From an optimization exercise on the open Yosys and OpenROAD flow, aimed at small area, a short achievable clock period and few clock cycles per item; shortcuts taken in it are not production practice. Function was checked by simulation only, so behaviour that the tests miss may differ from the original.

==> design/flow/design.v <==
module pe_requant #(
    parameter int ACC_W  = 32,
    parameter int MULT_W = 16,
    parameter int CNT_W  = 16
) (
    input  logic              clk,
    input  logic              rst_n,
    input  logic              in_valid,
    output logic              in_ready,
    input  logic [ACC_W-1:0]  in_acc,
    input  logic [ACC_W-1:0]  in_bias,
    input  logic              in_last,
    output logic              out_valid,
    input  logic              out_ready,
    output logic [7:0]        out_data,
    output logic              out_last,
    input  logic              cfg_we,
    input  logic [MULT_W-1:0] cfg_mult,
    input  logic [4:0]        cfg_shift,
    input  logic [7:0]        cfg_zp,
    output logic              busy,
    output logic [CNT_W-1:0]  out_count
);
    localparam int SUM_W  = ACC_W + 1;             
    localparam int PROD_W = SUM_W + MULT_W + 1;    
    localparam int RND_W  = PROD_W + 2;            
    logic [MULT_W-1:0] cfg_mult_q;
    logic [4:0]        cfg_shift_q;
    logic [7:0]        cfg_zp_q;
    logic                     s1_vld, s2_vld, s3_vld;
    logic                     s1_last, s2_last, s3_last;
    logic signed [SUM_W-1:0]  s1_sum;
    logic signed [PROD_W-1:0] s2_prod;
    logic [7:0]               s3_dat;
    logic adv1, adv2, adv3;
    logic in_fire, out_fire, cfg_apply;
    logic signed [SUM_W-1:0]  sum_nxt;
    logic signed [PROD_W-1:0] prod_nxt;
    logic signed [RND_W-1:0]  p_ext, rnd_bias, rounded, v;
    logic [7:0]               sat_nxt;
    assign adv3      = !s3_vld || out_ready;
    assign adv2      = !s2_vld || adv3;
    assign adv1      = !s1_vld || adv2;
    assign in_ready  = adv1;
    assign in_fire   = in_valid && in_ready;
    assign out_fire  = s3_vld && out_ready;
    assign busy      = s1_vld || s2_vld || s3_vld || in_fire;
    assign cfg_apply = cfg_we && !busy;
    assign out_valid = s3_vld;
    assign out_data  = s3_dat;
    assign out_last  = s3_last;
    always_comb begin
        sum_nxt  = $signed({in_acc[ACC_W-1], in_acc}) + $signed({in_bias[ACC_W-1], in_bias});
        prod_nxt = $signed({{(PROD_W-SUM_W){s1_sum[SUM_W-1]}}, s1_sum})
                 * $signed({{(PROD_W-MULT_W){1'b0}}, cfg_mult_q});
    end
    always_comb begin
        p_ext    = {{(RND_W-PROD_W){s2_prod[PROD_W-1]}}, s2_prod};
        rnd_bias = (RND_W'(1) << cfg_shift_q) >>> 1;
        rounded  = (p_ext + rnd_bias) >>> cfg_shift_q;
        v        = rounded + $signed({{(RND_W-8){1'b0}}, cfg_zp_q});
        sat_nxt  = v[7:0];
        if (v[RND_W-1]) begin
            sat_nxt = 8'd0;
        end else if (|v[RND_W-2:8]) begin
            sat_nxt = 8'd255;
        end
    end
    always_ff @(posedge clk or negedge rst_n) begin
        if (!rst_n) begin
            cfg_mult_q  <= MULT_W'(1);
            cfg_shift_q <= 5'd0;
            cfg_zp_q    <= 8'd0;
        end else if (cfg_apply) begin
            cfg_mult_q  <= cfg_mult;
            cfg_shift_q <= cfg_shift;
            cfg_zp_q    <= cfg_zp;
        end
    end
    always_ff @(posedge clk or negedge rst_n) begin
        if (!rst_n) begin
            s1_vld  <= 1'b0;
            s1_last <= 1'b0;
            s1_sum  <= '0;
        end else if (adv1) begin
            s1_vld <= in_valid;
            if (in_valid) begin
                s1_sum  <= sum_nxt;
                s1_last <= in_last;
            end
        end
    end
    always_ff @(posedge clk or negedge rst_n) begin
        if (!rst_n) begin
            s2_vld  <= 1'b0;
            s2_last <= 1'b0;
            s2_prod <= '0;
        end else if (adv2) begin
            s2_vld <= s1_vld;
            if (s1_vld) begin
                s2_prod <= prod_nxt;
                s2_last <= s1_last;
            end
        end
    end
    always_ff @(posedge clk or negedge rst_n) begin
        if (!rst_n) begin
            s3_vld  <= 1'b0;
            s3_last <= 1'b0;
            s3_dat  <= 8'd0;
        end else if (adv3) begin
            s3_vld <= s2_vld;
            if (s2_vld) begin
                s3_dat  <= sat_nxt;
                s3_last <= s2_last;
            end
        end
    end
    always_ff @(posedge clk or negedge rst_n) begin
        if (!rst_n) begin
            out_count <= '0;
        end else if (cfg_apply) begin
            out_count <= '0;
        end else if (out_fire) begin
            out_count <= out_count + CNT_W'(1);
        end
    end
endmodule
==> design/flow/run.sh <==
#!/bin/bash
# synth_recipe.tcl (not shown) runs the flow's synth.tcl, then flattens the netlist and writes it again
# the make line also repeats each setting of config.mk as NAME=value (left out here)
make -C /OpenROAD-flow-scripts/flow DESIGN_CONFIG=/design/flow/config.mk WORK_HOME=/design/flow/orfs CLKGATE_MAP_FILE= SYNTH_SCRIPT=/design/flow/synth_recipe.tcl finish
==> design/flow/config.mk <==
export PLATFORM = sky130hd
export DESIGN_NAME = pe_requant
export DESIGN_NICKNAME = pe_requant
export VERILOG_FILES = /design/flow/design.v
export SDC_FILE = /design/flow/constraint.sdc
export NUM_CORES = 4
export LEC_CHECK = 0
export CAP_MARGIN = 20
export CORE_MARGIN = 2
export CORE_UTILIZATION = 40
export SLEW_MARGIN = 20
==> design/flow/constraint.sdc <==
create_clock -name core_clock -period 9.0 [get_ports {clk}]
set_input_delay 1.8000 -clock core_clock [delete_from_list [all_inputs] [get_ports {clk}]]
set_output_delay 1.8000 -clock core_clock [all_outputs]
set_load 0.01 [all_outputs]
==> summary.md <==
| Metric | Value |
|---|---|
| WHS Path Cells | `2` |
| Clk pin slew, worst setup/hold paths | `0.07 ns` |
| Final Wtd Congestion | `0.9863` |
| Initial antenna violation count | `1` |
| Sinks on Clock Net | `142` |
| Num CTS Buffers | `17` |
| Post-DP HPWL | `88,650 microns` |
| Setup crit start kind | `flip-flop` |
| Setup TNS | `0 ns` |
| Root Buffer | `clkbuf_16` |
| Clock skew | `0.02248 ns` |
| Slew Viols, Final | `0` |
| Port Buffer Count | `126` |
| Worst-Margin Slew | `0.9786 ns` |
| Worst setup path category | `flip-flop to flip-flop` |
| DR vias | `30.52k` |
| Total die area | `88,030 sq um` |
| WP data arrival | `8.80 ns` |
| Row cnt | `107` |
| Top_reg_cell synth | `dfrtp_1` |
| Max Cap Viol | `0` |
| Vias in the first global route | `30.93k` |
| Leading post-synthesis cells by cell area | `fa_1 (30%), dfrtp_1 (10%), ha_1 (7.0%)` |
| R2R Path End | `s2_prod[48]` |
| Crit-path most repeated cell | `fa_1` |
| Worst Path Required | `9.34 ns` |
| Post-CTS Hold Buffers | `0` |
| CP Max Fanout | `21` |
| Routed vias/inst | `5.660` |
| Initial Utilization | `40.31%` |
| Min-delay worst type | `flip-flop to flip-flop` |
| Critical path's slowest cell | `dfrtp_1` |
| Yosys top cell area share | `29.56%` |
| Die X | `296.7 microns` |
| Final nets | `5,031` |
| Sequential area share after synthesis | `10.37%` |
| Largest net degree at the start of global routing | `97` |
| Min-delay src | `s2_prod[14]` |
| Die Span Y | `296.7 microns` |
| Syn-to-layout area delta | `10.42%` |
| Status | `no timing/DRC/antenna violations` |
| Placed Instances | `5,356` |
| DRC Markers | `0` |
| Max Root-Sink Buffers | `2` |
| Final ANT Viol Nets | `0` |
| R2R Setup Slk | `0.55 ns` |
| GRT Overall Usage | `25.25%` |
| DRT Pass-1 Iters | `6` |
| Initial DRC count | `2,547` |
| Setup violations, final | `0` |
| Worst setup EP type | `flip-flop` |
| Final min period | `8.452 ns` |
| Relative max-transition margin | `34.16%` |
| Core area | `85,010 sq um` |
| Fin crit share | `93.91%` |
| N_diodes | `0` |
| Synth cell types | `99` |
| Commonest cells after routing, fill and taps aside | `nand2_1 (610), inv_1 (590), fa_1 (506)` |
| Mean post-synth cell area | `8.232 sq um` |
| RSZ-0062 raised after global routing | `false` |
| Fmax | `0.1183 GHz` |
| Congestion Overflow GR | `0` |
| Fillers | `8,627` |
| Mapped Area | `34,270 sq um` |
| Final hold vios | `0` |
| Yosys top cell by area | `fa_1` |
| Share of cells above drive strength 1 | `7.651%` |
| Num ports | `127` |
| CTS tree | `yes` |
| Most common cell after layout, fill and taps aside | `nand2_1` |
| Cells on worst reg2reg path | `30` |
| Syn. warnings | `1` |
| FFs w/ async S/R, synth | `100.0%` |
| H-tree levels | `4` |
| Seq cells post-synth | `142` |
| Max stage delay on crit path | `0.69 ns` |
| First-pass GRT wire length | `177,000 microns` |
| Worst skew pair latency | `0.51 ns` |
| Hold path endpoint | `s2_prod[14]` |
| Synthesized Nets | `4,959` |
| Post-synth EDFFs | `0` |
| Cell count after synthesis | `4,163` |
| Wirelength per Cell | `20.50 microns` |
| RR Startpoint | `cfg_mult_q[2]` |
| Layout Cells excl Fill | `5,392` |
| Final WL | `110,500 microns` |
==> layer usage <==
metal / vias up / wire length (microns) / share of wire [%] / global-route usage [%]
met5: - / 0 / 0 / 0
met1: 15150 / 50500 / 46 / 35.51
met3: 202 / 6885 / 6.2 / 3.511
li1: 14010 / - / - / -
met2: 1164 / 49650 / 45 / 39.98
met4: 0 / 3481 / 3.1 / 8.351
==> flip-flops by register name, summed over array words and instances (netlist names) <==
signal and count:
cfg_mult_q 16, cfg_shift_q 5, cfg_zp_q 8, out_count 16
s1_last 1, s1_sum 33, s1_vld 1, s2_last 1
s2_prod 50, s2_vld 1, s3_dat 8, s3_last 1
s3_vld 1
==> logic make-up (layout without fill, tap and decap cells) <==
group                    Yosys count  count (layout)  synth area share [%]
AO/OA/AOI/OAI                    833             833                 16.71
XOR/XNOR                         128             128                 3.271
adder cells (fa/ha/maj)          697             697                 36.53
buffers and inverters            812             896                 9.018
flip-flops                       142             142                 10.37
multiplexers                     107             107                 3.837
AND/OR/NAND/NOR                 1444            1445                 20.26
==> worst max path at each step <==
stage                   startpoint          end  cells after the start
finish               cfg_mult_q[2]  s2_prod[48]                     30
floorplan           cfg_shift_q[2]    s3_dat[0]                     35
global placement    cfg_shift_q[0]    s3_dat[1]                     34
detailed placement  cfg_shift_q[2]    s3_dat[4]                     34
CTS                 cfg_shift_q[2]    s3_dat[1]                     34
global route         cfg_mult_q[2]  s2_prod[48]                     30
==> what timing repair did <==
item	CTS	global route
setup buffers	0	3
gates cloned	0	1
resized for setup	1	9
pin swaps	0	2
endpoints found under the setup margin	2	8
==> per-stage QoR <==
step	util (%)	setup slack (ns)	hold WS, ns	instance area, sq um
after floorplan	-	0.8938	0.4551	34270
after global placement	43.72	0.2204	0.4820	37170
after detailed placement	43.72	0.06857	0.4888	37170
after CTS	44.41	0.2324	0.5046	37750
after global routing	44.51	0.02101	0.5262	37840
final	44.51	0.5480	0.5004	37840
==> critical path, delay by kind of cell, from the launching register on <==
kind	cells	cell delay (ns)
fa+ha+maj	7	3.36
compound gates	13	2.99
flops	1	0.69
buf+inv	6	0.67
simple gates	3	0.39
xor+xnor	1	0.18
==> synthesized netlist by cell type (all sizes together), types with 10 or more instances <==
cell type / number
nand4: 51
xor2: 60
o2111ai: 15
o21ai: 198
ha: 191
nor2b: 17
o22ai: 11
mux2: 55
o221ai: 14
a22oi: 15
o31ai: 26
inv: 594
nor2: 222
a2111oi: 16
a31oi: 32
a21oi: 176
dfrtp: 141
fa: 506
nand3: 76
a211o: 13
and3: 38
xnor2: 68
mux4: 14
or2: 16
nand2: 614
nor3: 51
o21bai: 15
a211oi: 36
o211ai: 32
and4: 11
nor4: 24
o31a: 10
o21a: 31
a221oi: 21
and2: 236
clkbuf: 174
or3: 21
mux2i: 38
a31o: 10
or4: 10
a21o: 60
nand2b: 38
buf: 44
==> layout make-up <==
cell class	count	area (sq um)	area share, %
clock buffers	19	442.9	1.170
repair buffers	270	2356	6.226
inverters	594	2230	5.892
multi-input cells	3210	27690	73.18
clock inverters	13	132.6	0.3505
flip-flops and latches	142	3557	9.400
well taps	1144	1431	3.782
Testbench counts, summed over its fixed seeds: cycles 11,204, items 10,948.

[re-timing with driven ports]
Ports are ideal in the flow. The routed layout listed here was re-timed in OpenROAD.
Step 1 sets driving cells, clkbuf_16 on the clock port and buf_2 on the other inputs (assumed; they add their load-dependent delay and slew).
Step 2, shift: input delay + t, output delay - t, t = (earliest + latest rising clock arrival at the registers) / 2. This alone moves slack from input paths to output paths.
Three values: no drivers, after step 1, after step 2; two values: the first two.
t (ns): 0.573
slack for setup (ns): 0.548 / 0.548 / 0.548
worst register clock-pin slew, ns: 0.08 / 0.08
cell pins on the clock port's net: 1
After both steps this run still meets setup and hold. For this run, drivers alone change the setup slack by 0.000 ns; drivers and shift together by 0.000 ns.
